This design comes from an exercise in tuning for small area, a short achievable clock period and few clock cycles on the open sky130 flow, not from production work.
Only simulation tests tie the RTL to the original design; equivalence was not proved.
Power and IR drop assume default switching activity.

## axi4_burst_slave_mem
module axi4_burst_slave_mem #(
  parameter int unsigned C_S_AXI_ID_WIDTH   = 1,
  parameter int unsigned C_S_AXI_DATA_WIDTH = 32,
  parameter int unsigned C_S_AXI_ADDR_WIDTH = 32,
  parameter int unsigned C_MEM_ADDR_BITS    = 6
) (
  input  logic                            S_AXI_ACLK,
  input  logic                            S_AXI_ARESETN,
  input  logic [C_S_AXI_ID_WIDTH-1:0]     S_AXI_AWID,
  input  logic [C_S_AXI_ADDR_WIDTH-1:0]   S_AXI_AWADDR,
  input  logic [7:0]                      S_AXI_AWLEN,
  input  logic [2:0]                      S_AXI_AWSIZE,
  input  logic [1:0]                      S_AXI_AWBURST,
  input  logic                            S_AXI_AWVALID,
  output logic                            S_AXI_AWREADY,
  input  logic [C_S_AXI_DATA_WIDTH-1:0]   S_AXI_WDATA,
  input  logic [C_S_AXI_DATA_WIDTH/8-1:0] S_AXI_WSTRB,
  input  logic                            S_AXI_WLAST,
  input  logic                            S_AXI_WVALID,
  output logic                            S_AXI_WREADY,
  output logic [C_S_AXI_ID_WIDTH-1:0]     S_AXI_BID,
  output logic [1:0]                      S_AXI_BRESP,
  output logic                            S_AXI_BVALID,
  input  logic                            S_AXI_BREADY,
  input  logic [C_S_AXI_ID_WIDTH-1:0]     S_AXI_ARID,
  input  logic [C_S_AXI_ADDR_WIDTH-1:0]   S_AXI_ARADDR,
  input  logic [7:0]                      S_AXI_ARLEN,
  input  logic [2:0]                      S_AXI_ARSIZE,
  input  logic [1:0]                      S_AXI_ARBURST,
  input  logic                            S_AXI_ARVALID,
  output logic                            S_AXI_ARREADY,
  output logic [C_S_AXI_ID_WIDTH-1:0]     S_AXI_RID,
  output logic [C_S_AXI_DATA_WIDTH-1:0]   S_AXI_RDATA,
  output logic [1:0]                      S_AXI_RRESP,
  output logic                            S_AXI_RLAST,
  output logic                            S_AXI_RVALID,
  input  logic                            S_AXI_RREADY
  ,
  output logic [15:0]                     S_AXI_ERR_CNT
);
For scale: about 5,100 cells after synthesis, roughly 2,300 flip-flops, roughly 0.084 mm2 of cells after synthesis.
clock: 5.0 ns
lec_check: 0
cap_margin: 20
core_margin: 2
core_utilization: 60
cts_cluster_diameter: 60
cts_cluster_size: 30
setup_slack_margin: 2.6
slew_margin: 20
tns_end_percent: 5
standard.sh (not shown) runs the stock make flow with config.mk's settings and CLKGATE_MAP_FILE= SYNTH_SCRIPT=/design/flow/synth_recipe.tcl, a recipe that flattens the netlist after the stock synthesis.
==> flow/flow/run.sh <==
#!/bin/bash
set -euo pipefail
cd "$(dirname "$0")/.."
bash standard.sh synth > flow_synth.log 2>&1
bash standard.sh \
  "BUFFER_PORTS_ARGS=-buffer_cell sky130_fd_sc_hd__buf_2" \
  "CTS_ARGS=-sink_clustering_enable -repair_clock_nets -sink_clustering_size 30 -sink_clustering_max_diameter 60 -dont_use_dummy_load" \
  finish > flow_layout.log 2>&1
Testbench counts at the start, summed over its fixed seeds: cycles 10,239.
Then changed:
--- a/flow/design.v
+++ b/flow/design.v
@@ -238,21 +238,21 @@
       if (i % 2 == 0)  g_sel_adv[i] = g_sel_adv[i] | (s_w2 & g_sel[i + 1]);
       if (i % 4 == 0)  g_sel_adv[i] = g_sel_adv[i] | (s_w4 & g_sel[i + 3]);
       if (i % 8 == 0)  g_sel_adv[i] = g_sel_adv[i] | (s_w8 & g_sel[i + 7]);
       if (i % 16 == 0) g_sel_adv[i] = g_sel_adv[i] | (s_w16 & g_sel[i + 15]);
     end
     g_sel_n = ({DEPTH{g_load}} & a_sel) | ({DEPTH{!g_load}} & g_sel_adv);
-    g_rd_lo = r_data_lo & {DATA_W{!r_adv}};
-    g_rd_hi = r_data_hi & {DATA_W{!r_adv}};
+    g_rd_lo = ~r_data_lo & {DATA_W{!r_adv}};
+    g_rd_hi = ~r_data_hi & {DATA_W{!r_adv}};
     for (int i = 0; i < int'(DEPTH) / 2; i++) begin
       g_rd_lo = g_rd_lo | (mem[i] & {DATA_W{g_sel[i] & r_adv}});
       g_rd_hi = g_rd_hi
               | (mem[i + int'(DEPTH) / 2] & {DATA_W{g_sel[i + int'(DEPTH) / 2] & r_adv}});
     end
-    r_data_lo_n = g_rd_lo;
-    r_data_hi_n = g_rd_hi;
+    r_data_lo_n = ~g_rd_lo;
+    r_data_hi_n = ~g_rd_hi;
   end
   always_ff @(posedge S_AXI_ACLK) begin
     if (ar_hs) begin
       ap_id    <= S_AXI_ARID;
       ap_ptr   <= S_AXI_ARADDR[IDX_W+1:2];
       ap_len   <= S_AXI_ARLEN;
@@ -294,13 +294,13 @@
       g_act         <= g_load | (g_act & !g_free);
       S_AXI_ARREADY <= !ap_v_n;
       if (r_adv)     S_AXI_RVALID <= 1'b1;
       else if (r_hs) S_AXI_RVALID <= 1'b0;
     end
   end
-  assign S_AXI_RDATA = r_data_lo | r_data_hi;
+  assign S_AXI_RDATA = ~(r_data_lo & r_data_hi);
   logic [15:0] err_cnt_n;         
   logic [15:0] err_cnt_c, err_p1_c, err_p2_c;
   logic        err_b_c, err_r_c;
   always_comb begin
     err_b_c   = b_hs & S_AXI_BRESP[1];
     err_r_c   = r_hs & S_AXI_RLAST & S_AXI_RRESP[1];
Effect: The changed run completed with no timing, DRC or antenna violations. Non-clock buffer count rises by 51. Die area rises slightly. Clock skew rises by 0.0036 ns. Design area rises slightly. Power rises by a few percent. Worst setup slack loses 0.097 ns. Global-route usage rises by 3.2 points. Utilization rises by 0.16 points. Via count rises by a few percent. Sequential share of layout area falls by 1.0 points.
Testbench counts after the change, summed over its fixed seeds: cycles 10,239.

-- port drivers added, routing unchanged --
The flow's constraints put no driver on any port. The routed layouts listed below were extracted and timed again, unchanged, in two steps.
Step 1, drivers: a clkbuf_16 drives S_AXI_ACLK and a buf_2 each remaining input, both assumed.
Step 2 moves the port delays by t, midway between the first and last clock arrival at a register: inputs arrive t later, outputs are due t later. That takes back most of the time a late clock gives input paths.
Three values: ideal, step 1, step 2; two values: the first two.
| run | t (ns) | slack for setup (ns) | hold WS [ns] | worst setup path at the end | clock arrival spread, ns |
|---|---|---|---|---|---|
| the first run | 0.879 | 2.361 / 2.301 / 1.716 | 0.295 / 0.227 / 0.426 | input to register | 0.062 / 0.062 |
| the second run | 0.864 | 2.265 / 2.265 / 1.587 | 0.232 / 0.173 / 0.438 | input to register | 0.064 / 0.064 |
After both steps setup and hold are still met in every run listed. For the second run, which loses most, drivers alone change the setup slack by 0.000 ns; drivers and shift together by -0.678 ns.
